What follows belongs to an exercise in optimizing a design on an open flow for small area and a short achievable clock period; a production flow would make more cautious choices. Only simulation tests tie the RTL to the original design; equivalence was not proved. No activity file was given, so power comes from the tool's default toggle rates.

// foosball_top
module foosball_top (
   input  logic                     clk,
   input  logic                     reset,
   input  logic                     stop_ball,
   input  game_types_pkg::rod_btn_t left_btn,
   input  game_types_pkg::rod_btn_t right_btn,
   input  game_types_pkg::pixel_t   pix,
   output game_types_pkg::rgb_t     rgb,
   output logic                     score1,
   output logic                     score2
);
Settings: LEC_CHECK=0, CAP_MARGIN=20, CORE_MARGIN=2, CORE_UTILIZATION=40, SLEW_MARGIN=20; clock period 13.0 ns.
standard.sh (not shown) runs the stock make flow with config.mk's settings and CLKGATE_MAP_FILE= SYNTH_SCRIPT=/design/flow/synth_recipe.tcl, a recipe that flattens the netlist after the stock synthesis.
==> flow/flow/run.sh <==
#!/bin/bash
# Own layout flow: the standard synthesis, then the combinational logic between the
# registers is mapped again by ABC (registers, their names and cell types are kept as
# the standard synthesis made them): the logic in front of the rgb registers for delay,
# the rest for area. Then the standard layout steps from floorplan to finish.
set -euo pipefail
WORK=$(pwd)
HERE=$(cd "$(dirname "$0")" && pwd)
R=$WORK/orfs/results/$FLOW_PLATFORM/foosball_top/base
LIB=$FLOW_HOME/platforms/$FLOW_PLATFORM/lib/sky130_fd_sc_hd__tt_025C_1v80.lib
YOSYS=$FLOW_HOME/../tools/install/yosys/bin/yosys
[ -x "$YOSYS" ] || YOSYS=$(command -v yosys)

CRIT_SCRIPT=${CRIT_SCRIPT:-abc_speed.script}
REST_SCRIPT=${REST_SCRIPT:-abc_area.script}
LAYOUT_ARGS=()
[ -f "$HERE/flow.env" ] && source "$HERE/flow.env"

# 1. standard synthesis
bash standard.sh synth > "$WORK/log_1_synth.log" 2>&1
cp "$R/1_2_yosys.v" "$WORK/std_1_2_yosys.v"

# 2. remap the combinational logic
python3 "$HERE/genmodels.py" "$LIB" > "$WORK/comb_models.v"
DU=""
for c in $(sed -n '/DONT_USE_CELLS += /,/^$/p' "$FLOW_HOME/platforms/$FLOW_PLATFORM/config.mk" | grep -o 'sky130_fd_sc_hd__[a-z0-9_]*'); do
   DU="$DU -dont_use $c"
done
printf 'set_driving_cell sky130_fd_sc_hd__buf_1\nset_load 5\n' > "$WORK/abc.constr"
# 2a. our own synthesis of the design (Yosys's generic synthesis, without the fsm
# and share passes, flattened), mapped the same way; its registers then get the
# names and cell types the standard synthesis gave them
cat > "$WORK/own_synth.ys" <<EOY
read_liberty -lib $LIB
read_verilog -defer -sv $WORK/design.v
hierarchy -check -top $FLOW_TOP
synth -top $FLOW_TOP -flatten -nofsm -noshare
opt -purge
rename -wire
dfflibmap -liberty $LIB $DU
opt
techmap
opt -purge
select -set dw c:u_render.* c:left_half* %u c:right_half* %u c:left_rod.* %u c:right_rod.* %u %ci1:+sky130_fd_sc_hd__dfrtp_1,sky130_fd_sc_hd__dfstp_2[D] w:* %i
select -set crit @dw %ci*:-sky130_fd_sc_hd__dfrtp_1,sky130_fd_sc_hd__dfstp_2
select -set critg @crit t:\$_* %i
abc -liberty $LIB $DU -constr $WORK/abc.constr -script $HERE/$CRIT_SCRIPT @critg
abc -liberty $LIB $DU -constr $WORK/abc.constr -script $HERE/$REST_SCRIPT t:\$_*
opt_clean -purge
chtype -map sky130_fd_sc_hd__clkinv_1 sky130_fd_sc_hd__inv_1
opt_merge -share_all t:sky130_fd_sc_hd__df* %n
opt_clean -purge
hilomap -singleton -hicell sky130_fd_sc_hd__conb_1 HI -locell sky130_fd_sc_hd__conb_1 LO
insbuf -buf sky130_fd_sc_hd__buf_4 A X
splitnets
opt_clean -purge
rename -hide w:*\$func\$*
opt_clean -purge
tee -o $WORK/own_stat.txt stat -liberty $LIB
check -assert -mapped
write_verilog -noattr -noexpr -nohex -nodec $WORK/own_1_2_yosys.v
EOY

# 2b. fallback: the standard netlist's combinational logic mapped again
cat > "$WORK/remap.ys" <<EOY
read_liberty -lib $LIB
read_verilog $WORK/std_1_2_yosys.v
hierarchy -top $FLOW_TOP
techmap -map $WORK/comb_models.v
techmap
opt -purge
select -set dw c:u_render.* c:left_half* %u c:right_half* %u c:left_rod.* %u c:right_rod.* %u %ci1:+sky130_fd_sc_hd__dfrtp_1,sky130_fd_sc_hd__dfstp_2[D] w:* %i
select -set crit @dw %ci*:-sky130_fd_sc_hd__dfrtp_1,sky130_fd_sc_hd__dfstp_2
select -set critg @crit t:\$_* %i
abc -liberty $LIB $DU -constr $WORK/abc.constr -script $HERE/$CRIT_SCRIPT @critg
abc -liberty $LIB $DU -constr $WORK/abc.constr -script $HERE/$REST_SCRIPT t:\$_*
opt_clean -purge
chtype -map sky130_fd_sc_hd__clkinv_1 sky130_fd_sc_hd__inv_1
opt_merge -share_all t:sky130_fd_sc_hd__df* %n
opt_clean -purge
hilomap -singleton -hicell sky130_fd_sc_hd__conb_1 HI -locell sky130_fd_sc_hd__conb_1 LO
insbuf -buf sky130_fd_sc_hd__buf_4 A X
splitnets
opt_clean -purge
tee -o $WORK/remap_stat.txt stat -liberty $LIB
check -assert -mapped
write_verilog -noattr -noexpr -nohex -nodec $WORK/remap_1_2_yosys.v
EOY

if "$YOSYS" -s "$WORK/own_synth.ys" > "$WORK/log_2_own_synth.log" 2>&1 \
   && python3 "$HERE/stitch.py" "$WORK/std_1_2_yosys.v" "$WORK/own_1_2_yosys.v" "$WORK/remap_1_2_yosys.v" > "$WORK/log_2_stitch.log" 2>&1; then
   echo "own synthesis used" >> "$WORK/log_2_stitch.log"
else
   echo "own synthesis not used: remapping the standard netlist" >> "$WORK/log_2_stitch.log"
   "$YOSYS" -s "$WORK/remap.ys" > "$WORK/log_2_remap.log" 2>&1
fi
python3 "$HERE/netfix.py" "$WORK/remap_1_2_yosys.v" "$WORK/netfix_1_2_yosys.v" > "$WORK/log_2_netfix.log" 2>&1
cp "$WORK/netfix_1_2_yosys.v" "$R/1_2_yosys.v"
rm -f "$R/1_synth.odb" "$R/1_synth.sdc"

# 3. the standard layout from the remapped netlist
bash standard.sh "${LAYOUT_ARGS[@]}" finish > "$WORK/log_3_layout.log" 2>&1
==> flow/flow/abc_speed2.script <==
strash
dc2
balance; rewrite; refactor; balance; rewrite; rewrite -z; balance; refactor -z; rewrite -z; balance
dch -f
map
topo
upsize
dnsize
==> flow/flow/flow.env <==
CRIT_SCRIPT=abc_speed2.script
LAYOUT_ARGS=("BUFFER_PORTS_ARGS=-buffer_cell sky130_fd_sc_hd__buf_1" "SETUP_SLACK_MARGIN=8.9" "CTS_ARGS=-sink_clustering_enable -repair_clock_nets -dont_use_dummy_load -buf_list sky130_fd_sc_hd__clkbuf_8")
Other scripts of this flow, unchanged in this note and not shown: flow/flow/abc_area.script, flow/flow/abc_speed.script, flow/flow/genmodels.py, flow/flow/netfix.py, flow/flow/stitch.py
Change:
--- a/flow/flow/run.sh
+++ b/flow/flow/run.sh
@@ -46,4 +46,7 @@
 select -set critg @crit t:\$_* %i
 abc -liberty $LIB $DU -constr $WORK/abc.constr -script $HERE/$CRIT_SCRIPT @critg
+select -set outc o:* %ci*:-sky130_fd_sc_hd__dfrtp_1,sky130_fd_sc_hd__dfstp_2
+select -set outg @outc t:\$_* %i
+abc -liberty $LIB $DU -constr $WORK/abc.constr -script $HERE/$CRIT_SCRIPT @outg
 abc -liberty $LIB $DU -constr $WORK/abc.constr -script $HERE/$REST_SCRIPT t:\$_*
 opt_clean -purge
@@ -74,4 +77,7 @@
 select -set critg @crit t:\$_* %i
 abc -liberty $LIB $DU -constr $WORK/abc.constr -script $HERE/$CRIT_SCRIPT @critg
+select -set outc o:* %ci*:-sky130_fd_sc_hd__dfrtp_1,sky130_fd_sc_hd__dfstp_2
+select -set outg @outc t:\$_* %i
+abc -liberty $LIB $DU -constr $WORK/abc.constr -script $HERE/$CRIT_SCRIPT @outg
 abc -liberty $LIB $DU -constr $WORK/abc.constr -script $HERE/$REST_SCRIPT t:\$_*
 opt_clean -purge
==> flow/flow/flow.env (replaced) <==
LAYOUT_ARGS=("BUFFER_PORTS_ARGS=-buffer_cell sky130_fd_sc_hd__buf_1" "SETUP_SLACK_MARGIN=9.0" "CTS_ARGS=-sink_clustering_enable -repair_clock_nets -dont_use_dummy_load -buf_list sky130_fd_sc_hd__clkbuf_8")
removed: flow/flow/abc_speed2.script
- final cell count goes down slightly
- setup slack gains 0.096 ns
- routed wire length came out lower slightly
- clock skew stays flat
- total power went up slightly
Change:
--- a/flow/flow/run.sh
+++ b/flow/flow/run.sh
@@ -46,7 +46,4 @@
 select -set critg @crit t:\$_* %i
 abc -liberty $LIB $DU -constr $WORK/abc.constr -script $HERE/$CRIT_SCRIPT @critg
-select -set outc o:* %ci*:-sky130_fd_sc_hd__dfrtp_1,sky130_fd_sc_hd__dfstp_2
-select -set outg @outc t:\$_* %i
-abc -liberty $LIB $DU -constr $WORK/abc.constr -script $HERE/$CRIT_SCRIPT @outg
 abc -liberty $LIB $DU -constr $WORK/abc.constr -script $HERE/$REST_SCRIPT t:\$_*
 opt_clean -purge
@@ -77,7 +74,4 @@
 select -set critg @crit t:\$_* %i
 abc -liberty $LIB $DU -constr $WORK/abc.constr -script $HERE/$CRIT_SCRIPT @critg
-select -set outc o:* %ci*:-sky130_fd_sc_hd__dfrtp_1,sky130_fd_sc_hd__dfstp_2
-select -set outg @outc t:\$_* %i
-abc -liberty $LIB $DU -constr $WORK/abc.constr -script $HERE/$CRIT_SCRIPT @outg
 abc -liberty $LIB $DU -constr $WORK/abc.constr -script $HERE/$REST_SCRIPT t:\$_*
 opt_clean -purge
==> flow/flow/flow.env (replaced) <==
LAYOUT_ARGS=("BUFFER_PORTS_ARGS=-buffer_cell sky130_fd_sc_hd__buf_1" "SETUP_SLACK_MARGIN=9.1" "CTS_ARGS=-sink_clustering_enable -repair_clock_nets -dont_use_dummy_load -buf_list sky130_fd_sc_hd__clkbuf_8")
After rerunning:
- The new run produced a clean layout
- total power is about the same
- clock power is about the same
- setup slack improves by 0.0040 ns
- final cell count goes up by 0.81%
- critical path depth stays the same
- wire length goes up by 1.5%
- synthesized cell count stays the same
- design area goes up by 3.8%
- clock skew hardly moves
Change:
--- a/flow/flow/run.sh
+++ b/flow/flow/run.sh
@@ -46,4 +46,7 @@
 select -set critg @crit t:\$_* %i
 abc -liberty $LIB $DU -constr $WORK/abc.constr -script $HERE/$CRIT_SCRIPT @critg
+select -set outc o:* %ci*:-sky130_fd_sc_hd__dfrtp_1,sky130_fd_sc_hd__dfstp_2
+select -set outg @outc t:\$_* %i
+abc -liberty $LIB $DU -constr $WORK/abc.constr -script $HERE/$CRIT_SCRIPT @outg
 abc -liberty $LIB $DU -constr $WORK/abc.constr -script $HERE/$REST_SCRIPT t:\$_*
 opt_clean -purge
@@ -74,4 +77,7 @@
 select -set critg @crit t:\$_* %i
 abc -liberty $LIB $DU -constr $WORK/abc.constr -script $HERE/$CRIT_SCRIPT @critg
+select -set outc o:* %ci*:-sky130_fd_sc_hd__dfrtp_1,sky130_fd_sc_hd__dfstp_2
+select -set outg @outc t:\$_* %i
+abc -liberty $LIB $DU -constr $WORK/abc.constr -script $HERE/$CRIT_SCRIPT @outg
 abc -liberty $LIB $DU -constr $WORK/abc.constr -script $HERE/$REST_SCRIPT t:\$_*
 opt_clean -purge
==> flow/flow/flow.env (replaced) <==
LAYOUT_ARGS=("BUFFER_PORTS_ARGS=-buffer_cell sky130_fd_sc_hd__buf_1" "POST_GLOBAL_PLACE_TCL=$HERE/portbuf.tcl" "SETUP_SLACK_MARGIN=8.9" "CTS_ARGS=-sink_clustering_enable -repair_clock_nets -dont_use_dummy_load -buf_list sky130_fd_sc_hd__clkbuf_8")
==> flow/flow/portbuf.tcl (new file) <==
# after global placement: the port buffers of the pixel cursor inputs and of the
# outputs are made one size stronger than the other port buffers
proc my_upsize_port_buffer { port_name } {
  set net [get_nets $port_name]
  foreach pin [get_pins -of_objects $net] {
    set inst [get_cells -of_objects $pin]
    if { [get_property $inst ref_name] == "sky130_fd_sc_hd__buf_1" } {
      replace_cell $inst [get_lib_cells */sky130_fd_sc_hd__buf_2]
    }
  }
}
foreach port [get_ports -filter "direction == output"] {
  my_upsize_port_buffer [get_full_name $port]
}
foreach port [get_ports pix*] {
  my_upsize_port_buffer [get_full_name $port]
}
After rerunning: Cell area shrinks by 4.8%. Via count falls by 1.9%. Worst setup slack is worse by 0.052 ns. Hold slack gets worse by 0.012 ns. Utilization decreases by 2.3 points. Sequential cell count stays the same. Clock-buffer cell count stays the same. Register-to-register slack gets worse by 0.05 ns.
Change:
==> flow/flow/flow.env (replaced) <==
LAYOUT_ARGS=("BUFFER_PORTS_ARGS=-buffer_cell sky130_fd_sc_hd__buf_1" "SETUP_SLACK_MARGIN=8.9" "CORE_UTILIZATION=45" "CTS_ARGS=-sink_clustering_enable -repair_clock_nets -dont_use_dummy_load -buf_list sky130_fd_sc_hd__clkbuf_8")
removed: flow/flow/portbuf.tcl
=> Wire length fell slightly; setup slack gets worse by 0.024 ns; global-route usage rose by 2.5 points; area after synthesis stays the same; worst hold slack gets better by 0.0086 ns; first-iteration DRC count rose by a quarter to a third; via count rose slightly; die area fell by roughly a tenth; non-clock buffer count stays the same; utilization rose by 4.9 points.

static timing again, ports no longer ideal:
The flow's constraints put no driver on any port. The routed layouts listed below were extracted and timed again, unchanged, in two steps. Step 1, drivers: a clkbuf_16 drives clk and a buf_2 each remaining input, both assumed. Step 2 moves the port delays by t, midway between the first and last clock arrival at a register: inputs arrive t later, outputs are due t later. That takes back most of the time a late clock gives input paths. Slacks: no drivers / after step 1 / after step 2; pairs: no drivers / after step 1.
| run | shift t [ns] | setup WS [ns] | worst data-port slew with drivers (ns) | pins driven straight from the clock port |
|---|---|---|---|---|
| the first run | 0.370 | 9.017 / 9.000 / 8.645 | 0.04 | 1 |
| the second run | 0.373 | 9.113 / 9.125 / 8.752 | 0.05 | 1 |
| the third run | 0.379 | 9.117 / 9.104 / 8.749 | 0.05 | 1 |
| the fourth run | 0.359 | 9.064 / 9.079 / 8.719 | 0.05 | 1 |
| the fifth run | 0.371 | 9.040 / 9.049 / 8.678 | 0.04 | 1 |
After both steps every run listed still meets setup and hold. The setup slack of the first run, which loses most, moves by -0.017 ns with the drivers and by -0.372 ns with both steps.
